This design comes from an exercise in tuning for a short achievable clock period on the open sky130 flow, not from production work.
Only simulation tests tie the RTL to the original design; equivalence was not proved.
Power figures rest on the tool's default switching activity, not on a simulated workload.

### flow/config.mk
export PLATFORM = sky130hd
export DESIGN_NAME = icmp_echo_reply_parser
export DESIGN_NICKNAME = icmp_echo_reply_parser
export VERILOG_FILES = /design/flow/design.v
export SDC_FILE = /design/flow/constraint.sdc
export NUM_CORES = 4
export LEC_CHECK = 0
export CAP_MARGIN = 20
export CORE_MARGIN = 2
export CORE_UTILIZATION = 40
export SLEW_MARGIN = 20
### flow/constraint.sdc
create_clock -name core_clock -period 6.0 [get_ports {i_clk}]
set_input_delay 1.2000 -clock core_clock [delete_from_list [all_inputs] [get_ports {i_clk}]]
set_output_delay 1.2000 -clock core_clock [all_outputs]
set_load 0.01 [all_outputs]
### flow/design.v
package icmp_pkg;
    localparam int MAX_PACKET = 2047;
    localparam int CNT_W      = $clog2(MAX_PACKET + 1);
    localparam int LEN_W      = 11;
    localparam int CFG_IDX_W  = 1;
    localparam int CFG_DATA_W = 16;
    localparam logic [CFG_IDX_W-1:0] CFG_ECHO_ID      = CFG_IDX_W'(0);
    localparam logic [CFG_IDX_W-1:0] CFG_REPORT_OTHER = CFG_IDX_W'(1);
    localparam logic [CNT_W-1:0] POS_VER_IHL = CNT_W'(0);
    localparam logic [CNT_W-1:0] POS_TTL     = CNT_W'(8);
    localparam logic [CNT_W-1:0] POS_PROTO   = CNT_W'(9);
    localparam logic [CNT_W-1:0] OFF_TYPE    = CNT_W'(0);
    localparam logic [CNT_W-1:0] OFF_CODE    = CNT_W'(1);
    localparam logic [CNT_W-1:0] OFF_ID_LO   = CNT_W'(4);
    localparam logic [CNT_W-1:0] OFF_ID_HI   = CNT_W'(5);
    localparam logic [CNT_W-1:0] OFF_SEQ_LO  = CNT_W'(6);
    localparam logic [CNT_W-1:0] OFF_SEQ_HI  = CNT_W'(7);
    localparam logic [CNT_W-1:0] OFF_SEC_LO  = CNT_W'(8);
    localparam logic [CNT_W-1:0] OFF_SEC_HI  = CNT_W'(11);
    localparam logic [CNT_W-1:0] OFF_USEC_LO = CNT_W'(12);
    localparam logic [CNT_W-1:0] OFF_USEC_HI = CNT_W'(15);
    localparam logic [7:0]       PROTO_ICMP      = 8'd1;
    localparam logic [7:0]       ICMP_ECHO_REPLY = 8'd0;
    localparam logic [CNT_W-1:0] MIN_IP_LEN      = CNT_W'(20);
    localparam logic [CNT_W-1:0] ICMP_HDR_LEN    = CNT_W'(8);
    localparam logic [CNT_W-1:0] ICMP_ECHO_LEN   = CNT_W'(16);
    localparam logic [19:0]      USEC_PER_SEC    = 20'd1000000;
    typedef enum logic [1:0] {
        KIND_DROP  = 2'd0,
        KIND_ECHO  = 2'd1,
        KIND_OTHER = 2'd2
    } t_kind;
    typedef struct packed {
        logic [7:0]         data_byte;
        logic               last_byte;
        logic signed [31:0] recv_sec;
        logic [19:0]        recv_usec;
    } t_in;
    typedef struct packed {
        t_kind              kind;
        logic [LEN_W-1:0]   icmp_len;
        logic [7:0]         msg_type;
        logic [7:0]         msg_code;
        logic [15:0]        seq;
        logic [7:0]         ttl;
        logic signed [31:0] rtt_sec;
        logic [19:0]        rtt_usec;
    } t_out;
    typedef struct packed {
        logic [15:0] echo_id;
        logic        report_other;
    } t_cfg;
    typedef struct packed {
        logic [CNT_W-1:0] byte_count;
        logic [5:0]       hdr_len;
        logic [7:0]       protocol;
        logic [7:0]       ttl;
        logic [7:0]       msg_type;
        logic [7:0]       msg_code;
        logic [15:0]      id;
        logic [15:0]      seq;
        logic [31:0]      send_sec;
        logic [31:0]      send_usec;
    } t_pkt;
    typedef struct packed {
        t_kind            kind;
        logic [LEN_W-1:0] icmp_len;
        logic [7:0]       msg_type;
        logic [7:0]       msg_code;
        logic [15:0]      seq;
        logic [7:0]       ttl;
        logic [31:0]      send_sec;
        logic [31:0]      send_usec;
        logic [31:0]      recv_sec;
        logic [19:0]      recv_usec;
    } t_job;
endpackage
module icmp_front (
    input  logic           i_clk,
    input  logic           i_rst_n,
    input  logic           i_valid,
    output logic           o_ready,
    input  icmp_pkg::t_in  i_data,
    input  icmp_pkg::t_cfg i_cfg,
    output logic           o_job_valid,
    input  logic           i_job_ready,
    output icmp_pkg::t_job o_job
);
    icmp_pkg::t_pkt r_pkt;
    icmp_pkg::t_pkt n_pkt;
    icmp_pkg::t_pkt c_pkt;
    logic                       accept;
    logic [icmp_pkg::CNT_W-1:0] pos;
    logic [icmp_pkg::CNT_W-1:0] off;
    logic [icmp_pkg::CNT_W-1:0] hl;
    logic [icmp_pkg::CNT_W-1:0] len;
    logic [icmp_pkg::CNT_W-1:0] ilen;
    logic                       icmp_ok;
    icmp_pkg::t_kind            kind;
    assign o_ready     = i_job_ready;
    assign accept      = i_valid && o_ready;
    assign o_job_valid = i_valid && i_data.last_byte;
    always_comb begin
        c_pkt = r_pkt;
        pos   = r_pkt.byte_count;
        off   = '0;
        if (accept && (r_pkt.byte_count < icmp_pkg::CNT_W'(icmp_pkg::MAX_PACKET))) begin
            if (pos == icmp_pkg::POS_VER_IHL) c_pkt.hdr_len = {i_data.data_byte[3:0], 2'b00};
            if (pos == icmp_pkg::POS_TTL)     c_pkt.ttl = i_data.data_byte;
            if (pos == icmp_pkg::POS_PROTO)   c_pkt.protocol = i_data.data_byte;
            if (pos >= icmp_pkg::CNT_W'(c_pkt.hdr_len)) begin
                off = pos - icmp_pkg::CNT_W'(c_pkt.hdr_len);
                case (off)
                    icmp_pkg::OFF_TYPE:   c_pkt.msg_type = i_data.data_byte;
                    icmp_pkg::OFF_CODE:   c_pkt.msg_code = i_data.data_byte;
                    icmp_pkg::OFF_ID_LO:  c_pkt.id[7:0] = i_data.data_byte;
                    icmp_pkg::OFF_ID_HI:  c_pkt.id[15:8] = i_data.data_byte;
                    icmp_pkg::OFF_SEQ_LO: c_pkt.seq[7:0] = i_data.data_byte;
                    icmp_pkg::OFF_SEQ_HI: c_pkt.seq[15:8] = i_data.data_byte;
                    default: begin
                        if ((off >= icmp_pkg::OFF_SEC_LO) && (off <= icmp_pkg::OFF_SEC_HI)) begin
                            c_pkt.send_sec[{off[1:0], 3'b000} +: 8] = i_data.data_byte;
                        end else if ((off >= icmp_pkg::OFF_USEC_LO)
                                     && (off <= icmp_pkg::OFF_USEC_HI)) begin
                            c_pkt.send_usec[{off[1:0], 3'b000} +: 8] = i_data.data_byte;
                        end
                    end
                endcase
            end
            c_pkt.byte_count = r_pkt.byte_count + 1'b1;
        end
        len     = c_pkt.byte_count;
        hl      = icmp_pkg::CNT_W'(c_pkt.hdr_len);
        ilen    = len - hl;
        icmp_ok = (c_pkt.protocol == icmp_pkg::PROTO_ICMP) && (len >= icmp_pkg::MIN_IP_LEN)
                  && (len >= hl + icmp_pkg::ICMP_HDR_LEN);
        kind    = icmp_pkg::KIND_DROP;
        if (icmp_ok) begin
            if (c_pkt.msg_type == icmp_pkg::ICMP_ECHO_REPLY) begin
                if ((c_pkt.id == i_cfg.echo_id) && (ilen >= icmp_pkg::ICMP_ECHO_LEN)) begin
                    kind = icmp_pkg::KIND_ECHO;
                end
            end else if (i_cfg.report_other) begin
                kind = icmp_pkg::KIND_OTHER;
            end
        end
        o_job.kind      = kind;
        o_job.icmp_len  = icmp_pkg::LEN_W'(ilen);
        o_job.msg_type  = c_pkt.msg_type;
        o_job.msg_code  = c_pkt.msg_code;
        o_job.seq       = c_pkt.seq;
        o_job.ttl       = c_pkt.ttl;
        o_job.send_sec  = c_pkt.send_sec;
        o_job.send_usec = c_pkt.send_usec;
        o_job.recv_sec  = i_data.recv_sec;
        o_job.recv_usec = i_data.recv_usec;
        n_pkt = (accept && i_data.last_byte) ? '0 : c_pkt;
    end
    always_ff @(posedge i_clk) begin
        if (!i_rst_n) begin
            r_pkt <= '0;
        end else begin
            r_pkt <= n_pkt;
        end
    end
endmodule
module icmp_queue (
    input  logic           i_clk,
    input  logic           i_rst_n,
    input  logic           i_valid,
    output logic           o_ready,
    input  icmp_pkg::t_job i_job,
    output logic           o_valid,
    input  logic           i_ready,
    output icmp_pkg::t_job o_job
);
    icmp_pkg::t_job r_head;
    icmp_pkg::t_job r_tail;
    logic           r_head_v;
    logic           r_tail_v;
    logic           push;
    logic           pop;
    assign o_ready = !r_tail_v;
    assign o_valid = r_head_v;
    assign o_job   = r_head;
    assign push    = i_valid && o_ready;
    assign pop     = r_head_v && i_ready;
    always_ff @(posedge i_clk) begin
        if (!i_rst_n) begin
            r_head_v <= 1'b0;
            r_tail_v <= 1'b0;
        end else if (pop) begin
            if (r_tail_v) begin
                r_tail_v <= 1'b0;
            end else begin
                r_head_v <= push;
            end
        end else if (push) begin
            if (r_head_v) begin
                r_tail_v <= 1'b1;
            end else begin
                r_head_v <= 1'b1;
            end
        end
    end
    always_ff @(posedge i_clk) begin
        if (pop) begin
            if (r_tail_v) begin
                r_head <= r_tail;
            end else if (push) begin
                r_head <= i_job;
            end
        end else if (push) begin
            if (r_head_v) begin
                r_tail <= i_job;
            end else begin
                r_head <= i_job;
            end
        end
    end
endmodule
module icmp_back (
    input  logic           i_clk,
    input  logic           i_rst_n,
    input  logic           i_valid,
    output logic           o_ready,
    input  icmp_pkg::t_job i_job,
    output logic           o_valid,
    input  logic           i_ready,
    output icmp_pkg::t_out o_data
);
    icmp_pkg::t_out     r_out;
    icmp_pkg::t_out     n_out;
    logic               r_out_v;
    logic signed [33:0] usec_diff;
    logic               borrow;
    logic [19:0]        rtt_usec;
    logic [31:0]        rtt_sec;
    assign o_ready = !r_out_v || i_ready;
    assign o_valid = r_out_v;
    assign o_data  = r_out;
    always_comb begin
        usec_diff = $signed({14'd0, i_job.recv_usec})
                    - $signed({{2{i_job.send_usec[31]}}, i_job.send_usec});
        borrow    = usec_diff[33];
        rtt_usec  = usec_diff[19:0] + (borrow ? icmp_pkg::USEC_PER_SEC : 20'd0);
        rtt_sec   = i_job.recv_sec - i_job.send_sec - {31'd0, borrow};
        n_out = '0;
        case (i_job.kind)
            icmp_pkg::KIND_ECHO: begin
                n_out.kind      = icmp_pkg::KIND_ECHO;
                n_out.icmp_len  = i_job.icmp_len;
                n_out.msg_type  = i_job.msg_type;
                n_out.msg_code  = i_job.msg_code;
                n_out.seq       = i_job.seq;
                n_out.ttl       = i_job.ttl;
                n_out.rtt_sec   = $signed(rtt_sec);
                n_out.rtt_usec  = rtt_usec;
            end
            icmp_pkg::KIND_OTHER: begin
                n_out.kind      = icmp_pkg::KIND_OTHER;
                n_out.icmp_len  = i_job.icmp_len;
                n_out.msg_type  = i_job.msg_type;
                n_out.msg_code  = i_job.msg_code;
            end
            default: n_out = '0;
        endcase
    end
    always_ff @(posedge i_clk) begin
        if (!i_rst_n) begin
            r_out_v <= 1'b0;
        end else if (o_ready) begin
            r_out_v <= i_valid;
        end
    end
    always_ff @(posedge i_clk) begin
        if (i_valid && o_ready) begin
            r_out <= n_out;
        end
    end
endmodule
module icmp_echo_reply_parser (
    input  logic                                i_clk,
    input  logic                                i_rst_n,
    input  logic                                i_valid,
    output logic                                o_ready,
    input  icmp_pkg::t_in                       i_data,
    output logic                                o_valid,
    input  logic                                i_ready,
    output icmp_pkg::t_out                      o_data,
    input  logic                                i_cfg_we,
    input  logic [icmp_pkg::CFG_IDX_W-1:0]      i_cfg_idx,
    input  logic [icmp_pkg::CFG_DATA_W-1:0]     i_cfg_data
);
    icmp_pkg::t_cfg r_cfg;
    icmp_pkg::t_job front_job;
    icmp_pkg::t_job back_job;
    logic           front_valid;
    logic           front_ready;
    logic           back_valid;
    logic           back_ready;
    always_ff @(posedge i_clk) begin
        if (!i_rst_n) begin
            r_cfg.echo_id      <= 16'd0;
            r_cfg.report_other <= 1'b1;
        end else if (i_cfg_we) begin
            case (i_cfg_idx)
                icmp_pkg::CFG_ECHO_ID:      r_cfg.echo_id <= i_cfg_data[15:0];
                icmp_pkg::CFG_REPORT_OTHER: r_cfg.report_other <= i_cfg_data[0];
                default: ;
            endcase
        end
    end
    icmp_front u_front (
        .i_clk       (i_clk),
        .i_rst_n     (i_rst_n),
        .i_valid     (i_valid),
        .o_ready     (o_ready),
        .i_data      (i_data),
        .i_cfg       (r_cfg),
        .o_job_valid (front_valid),
        .i_job_ready (front_ready),
        .o_job       (front_job)
    );
    icmp_queue u_queue (
        .i_clk   (i_clk),
        .i_rst_n (i_rst_n),
        .i_valid (front_valid),
        .o_ready (front_ready),
        .i_job   (front_job),
        .o_valid (back_valid),
        .i_ready (back_ready),
        .o_job   (back_job)
    );
    icmp_back u_back (
        .i_clk   (i_clk),
        .i_rst_n (i_rst_n),
        .i_valid (back_valid),
        .o_ready (back_ready),
        .i_job   (back_job),
        .o_valid (o_valid),
        .i_ready (i_ready),
        .o_data  (o_data)
    );
endmodule
### flow/run.sh
#!/bin/bash
# synth_recipe.tcl (not shown) runs the flow's synth.tcl, then flattens the netlist and writes it again
# the make line also repeats each setting of config.mk as NAME=value (left out here)
make -C /OpenROAD-flow-scripts/flow DESIGN_CONFIG=/design/flow/config.mk WORK_HOME=/design/flow/orfs CLKGATE_MAP_FILE= SYNTH_SCRIPT=/design/flow/synth_recipe.tcl finish
==> summary.txt <==
==> kinds of logic after synthesis <==
logic type / count (synthesis)
simple gates: 862
xor+xnor: 69
compound gates: 415
mux: 76
flops: 608
fa+ha+maj: 123
buf+inv: 368
==> layer usage <==
layer / global-route usage / wire length [um] / up-vias / part of all wire
met5: 0 / 0 / - / 0
met4: 0.0615 / 1470 / 0 / 0.023
met3: 0.0278 / 2470 / 80 / 0.039
met2: 0.320 / 32300 / 346 / 0.51
met1: 0.224 / 27700 / 8977 / 0.43
li1: - / - / 9131 / -
==> repair_timing <==
action / in CTS / in global routing
setup endpoints to repair: 2 / 9
gates cloned: 0 / 0
pin swaps: 0 / 4
gates resized for setup: 3 / 8
==> worst reg2reg max path, cell delays in order (launching register included) <==
cell                        delay, ns
sky130_fd_sc_hd__edfxtp_1        0.36
sky130_fd_sc_hd__ha_1            0.22
sky130_fd_sc_hd__fa_1            0.41
sky130_fd_sc_hd__nor2b_2         0.18
sky130_fd_sc_hd__o31ai_2         0.10
sky130_fd_sc_hd__a21o_1          0.21
sky130_fd_sc_hd__a211oi_2        0.30
sky130_fd_sc_hd__o21ai_2         0.13
sky130_fd_sc_hd__a211oi_1        0.23
sky130_fd_sc_hd__nor2_1          0.11
sky130_fd_sc_hd__fa_1            0.52
sky130_fd_sc_hd__inv_1           0.05
sky130_fd_sc_hd__ha_1            0.18
sky130_fd_sc_hd__or2_2           0.28
sky130_fd_sc_hd__fa_1            0.38
sky130_fd_sc_hd__nand2b_1        0.18
sky130_fd_sc_hd__a21oi_2         0.16
sky130_fd_sc_hd__o21ai_1         0.12
sky130_fd_sc_hd__a21oi_2         0.18
sky130_fd_sc_hd__o2111ai_2       0.19
sky130_fd_sc_hd__a21oi_2         0.24
sky130_fd_sc_hd__o21ai_1         0.13
sky130_fd_sc_hd__a41oi_1         0.23
sky130_fd_sc_hd__xor2_1          0.17
sky130_fd_sc_hd__nor2_1          0.05
==> registers in the layout, indices dropped and copies added (netlist names) <==
name and count:
u_queue.r_tail_v 1, u_back.r_out 105, u_front.r_pkt 145, u_queue.r_head_v 1
r_cfg 17, u_queue.r_tail 169, u_back.r_out_v 1, u_queue.r_head 169
==> how the worst min path moves through the flow <==
stage,start,to,slack (ns),depth (start not counted)
after detailed placement,u_front.r_pkt[83],u_front.r_pkt[83],0.45,2
after CTS,u_front.r_pkt[83],u_front.r_pkt[83],0.46,2
after global routing,u_front.r_pkt[83],u_front.r_pkt[83],0.50,2
after global placement,u_front.r_pkt[83],u_front.r_pkt[83],0.44,2
final,u_front.r_pkt[83],u_front.r_pkt[83],0.47,2
after floorplan,u_front.r_pkt[83],u_front.r_pkt[83],0.43,2
==> Yosys cell counts, drive strengths merged (14+ instances only) <==
library cell,number,share of area
o21ai,36,0.0066
nand3,34,0.0062
mux2i,73,0.027
inv,271,0.037
dfxtp,165,0.12
nor2b,50,0.011
ha,118,0.054
a21boi,20,0.0055
nand2b,17,0.0039
a21o,23,0.0063
a21oi,173,0.032
nor4,22,0.0057
nor2,339,0.046
clkbuf,91,0.012
nor3,19,0.0035
xnor2,42,0.013
edfxtp,443,0.48
o21a,14,0.0038
nand2,274,0.037
xor2,27,0.0086
and3,19,0.0043
and2,40,0.0091
a22oi,65,0.018
==> stage by stage <==
step,utilization,hold WS [ns]
final,0.479,0.466
after CTS,0.478,0.465
after detailed placement,0.445,0.453
after global routing,0.479,0.500
after global placement,0.445,0.438
after floorplan,-,0.432
==> power by group <==
| group | internal, W | switching (W) | total, W |
|---|---|---|---|
| Clock | 0.00243 | 0.00171 | 0.00414 |
| Sequential | 0.00459 | 0.0000339 | 0.00462 |
| Combinational | 0.000351 | 0.000505 | 0.000855 |
==> layout make-up <==
type | instances | share of cell area
clock buffers | 95 | 0.0596
clock inverters | 29 | 0.00941
inverters | 271 | 0.0311
multi-input cells | 1545 | 0.293
flip-flops and latches | 608 | 0.508
well taps | 882 | 0.0337
repair buffers | 220 | 0.0657
==> run_summary.xml <==
<?xml version="1.0" encoding="UTF-8"?>
<metrics>
  <group name="timing">
    <metric name="tightestPinTransition" unit="ns">1.07</metric>
    <metric name="slew-limit-headroom" unit="">0.286</metric>
    <metric name="min_period_over_period" unit="">0.932</metric>
    <metric name="post_layout_min_period" unit="ns">5.59</metric>
    <metric name="grt_setup_unrepaired" unit="">false</metric>
    <metric name="achievable-frequency" unit="MHz">179</metric>
    <metric name="timing_max_transition_violations_final" unit="">0</metric>
    <metric name="clock_skew" unit="ns">0.0249</metric>
    <metric name="final_hold_viol_count" unit="">0</metric>
    <metric name="setup_tns" unit="ns">0</metric>
    <metric name="finalWorstSetupSlack" unit="ns">0.411</metric>
    <metric name="setup_violations" unit="">0</metric>
  </group>
  <group name="logic_synthesis">
    <metric name="xor_xnor_share_of_the_synthesized_area" unit="">0.0220</metric>
    <metric name="syn_nets" unit="">2727</metric>
    <metric name="synth-warning-count" unit="">4</metric>
    <metric name="muxShareOfSynthArea" unit="">0.0280</metric>
    <metric name="synth_flop_cell" unit="">sky130_fd_sc_hd__edfxtp_1</metric>
    <metric name="synth_adder_area_share" unit="">0.0574</metric>
    <metric name="synth.ff_latch_count" unit="">608</metric>
    <metric name="synth_compound_gate_area_share" unit="">0.0976</metric>
    <metric name="proportion_of_synthesized_flip_flops_having_asynchronous_set_or_reset" unit="">0</metric>
    <metric name="netlist_area" unit="um^2">27500</metric>
    <metric name="synth_simple_gate_area_share" unit="">0.140</metric>
    <metric name="number_of_enable_flip_flop_cells_after_synthesis" unit="">443</metric>
    <metric name="ys_types" unit="">76</metric>
    <metric name="synth.yosys.seq_area_share" unit="">0.604</metric>
    <metric name="mean_cell_area_of_the_mapped_netlist" unit="um^2">10.9</metric>
    <metric name="synth_top_family_by_area" unit="">simple AND/OR/NAND/NOR gates</metric>
    <metric name="syn-instance-count" unit="">2521</metric>
  </group>
  <group name="cts">
    <metric name="clock_tree.htree_level_count" unit="">3</metric>
    <metric name="cts-buffers-inserted" unit="">67</metric>
    <metric name="clk_pin_slew" unit="ns">0.06</metric>
    <metric name="tritoncts" unit="">yes</metric>
    <metric name="clkSinkCount" unit="">608</metric>
    <metric name="holdBufCountCts" unit="">0</metric>
    <metric name="max-clock-path-buffers" unit="">3</metric>
    <metric name="post_cts.repair.setup_buffers" unit="">0</metric>
    <metric name="clkLatencyLatePin" unit="ns">0.61</metric>
    <metric name="clk_root_buf" unit="">sky130_fd_sc_hd__clkbuf_16</metric>
  </group>
  <group name="setup_path">
    <metric name="r2r.worst_path.cells" unit="">24</metric>
    <metric name="critical_r2r_capture" unit="">u_back.r_out[48]</metric>
    <metric name="critical_path.max_fanout" unit="">4</metric>
    <metric name="worst-path-buf-inv" unit="">1</metric>
    <metric name="reg2reg_launch_point" unit="">u_queue.r_head[52]</metric>
    <metric name="crit_path_end" unit="">u_back.r_out[48]</metric>
    <metric name="crit_family" unit="">compound AO/OA/AOI/OAI gates</metric>
    <metric name="worst_setup_path_start_kind" unit="">flop</metric>
    <metric name="endpoint_kind" unit="">flop</metric>
    <metric name="critical_path.startpoint" unit="">u_queue.r_head[52]</metric>
    <metric name="critical_path_class" unit="">reg -&gt; reg</metric>
    <metric name="crit_cells" unit="">24</metric>
    <metric name="critical-path-max-stage-delay" unit="ns">0.52</metric>
    <metric name="crit_path_top_delay_cell" unit="">sky130_fd_sc_hd__fa_1</metric>
    <metric name="reg2reg_slack" unit="ns">0.41</metric>
    <metric name="crit_path_cell_trace" unit="">ha_1, fa_1, nor2b_2, o31ai_2, a21o_1, a211oi_2, o21ai_2, a211oi_1, nor2_1, fa_1, inv_1, ha_1, or2_2, fa_1, nand2b_1, a21oi_2, o21ai_1, a21oi_2, o2111ai_2, a21oi_2, o21ai_1, a41oi_1, xor2_1, nor2_1</metric>
    <metric name="cp_data_arrival_time" unit="ns">5.92</metric>
    <metric name="required" unit="ns">6.33</metric>
  </group>
  <group name="floorplanning">
    <metric name="num_rows" unit="">96</metric>
    <metric name="core_area" unit="um^2">68300</metric>
    <metric name="start_util" unit="">0.402</metric>
    <metric name="design.die.area" unit="um^2">70800</metric>
    <metric name="dieHeight" unit="um">266</metric>
    <metric name="floorplan.io_pins" unit="">190</metric>
    <metric name="chipWidth" unit="um">266</metric>
  </group>
  <group name="grt">
    <metric name="grt_usage" unit="">0.180</metric>
    <metric name="grt_pass1_vias" unit="">18554</metric>
    <metric name="grt_pass1_wl" unit="mm">101</metric>
    <metric name="grt_overflow_total" unit="">0</metric>
    <metric name="grt_start_max_net_pins" unit="">170</metric>
    <metric name="grt_antenna_before_repair" unit="">0</metric>
  </group>
  <group name="route">
    <metric name="routed_wire_length" unit="mm">64.0</metric>
    <metric name="detailedRoute.firstPassIterationCount" unit="">5</metric>
    <metric name="drc" unit="">0</metric>
    <metric name="final_antenna_net_count" unit="">0</metric>
    <metric name="drt_iter0_markers" unit="">1092</metric>
    <metric name="vias_per_cell" unit="">5.08</metric>
    <metric name="routedWlPerCell" unit="um">17.5</metric>
    <metric name="dr_vias" unit="">18534</metric>
  </group>
  <group name="final_layout">
    <metric name="multi_input_area" unit="um^2">9570</metric>
    <metric name="mostFrequentLayoutCells" unit="">sky130_fd_sc_hd__edfxtp_1 (443), sky130_fd_sc_hd__nor2_1 (338), sky130_fd_sc_hd__nand2_1 (272)</metric>
    <metric name="layout.cell_area.non_filler" unit="um^2">32700</metric>
    <metric name="seqCellArea" unit="um^2">16600</metric>
    <metric name="mostFrequentLayoutCell" unit="">sky130_fd_sc_hd__edfxtp_1</metric>
    <metric name="filler_cell_count_in_the_final_layout" unit="">6122</metric>
    <metric name="n_antenna_cell" unit="">0</metric>
    <metric name="layout.nets" unit="">2919</metric>
    <metric name="syn_to_final_growth" unit="%">19.0</metric>
    <metric name="fin_cells" unit="">3650</metric>
    <metric name="layout-drive-gt1-share" unit="">0.0632</metric>
  </group>
  <group name="placed_design">
    <metric name="area_after_dpl" unit="um^2">30400</metric>
    <metric name="place_hpwl" unit="mm">41.9</metric>
    <metric name="portBuffers" unit="">189</metric>
    <metric name="place_inst" unit="">3525</metric>
    <metric name="preCtsSetupSlack" unit="ns">-0.0882</metric>
    <metric name="finalWeightedCongestion" unit="">0.841</metric>
  </group>
  <group name="pwr">
    <metric name="total_power" unit="W">0.00961</metric>
    <metric name="power.leakage" unit="nW">13.6</metric>
    <metric name="powerDensity" unit="nW/um^2">294</metric>
    <metric name="worst_ir_drop_on_vdd" unit="V">0.000174</metric>
  </group>
  <group name="run">
    <metric name="max_cap_viol_count" unit="">0</metric>
  </group>
  <group name="hold_path">
    <metric name="holdCritPathClass" unit="">reg -&gt; reg</metric>
  </group>
  <group name="run_status">
    <metric name="status" unit="">finished clean</metric>
  </group>
</metrics>

==> re-timing with driven ports <==
In the flow no input, the clock included, has a driving cell. The finished layout below was timed again as built, in two steps.
Step 1 (the two cells are an assumption about what drives the block):
set clk [get_ports {i_clk}]
set_driving_cell -lib_cell sky130_fd_sc_hd__clkbuf_16 $clk
set_driving_cell -lib_cell sky130_fd_sc_hd__buf_2 [delete_from_list [all_inputs] $clk]
Step 2 also shifts input and output timing later by t, the mid clock arrival at the registers, as if the neighbouring blocks saw the same clock.
Three values: ideal, step 1, step 2; two values: the first two.
t, ns: 0.659
slack for setup (ns): 0.411 / 0.411 / 0.276
worst setup path at the end: input to register
worst register clock-pin slew, ns: 0.07 / 0.07
After both steps this run still meets setup and hold. For this run, drivers alone change the setup slack by 0.000 ns; drivers and shift together by -0.135 ns.
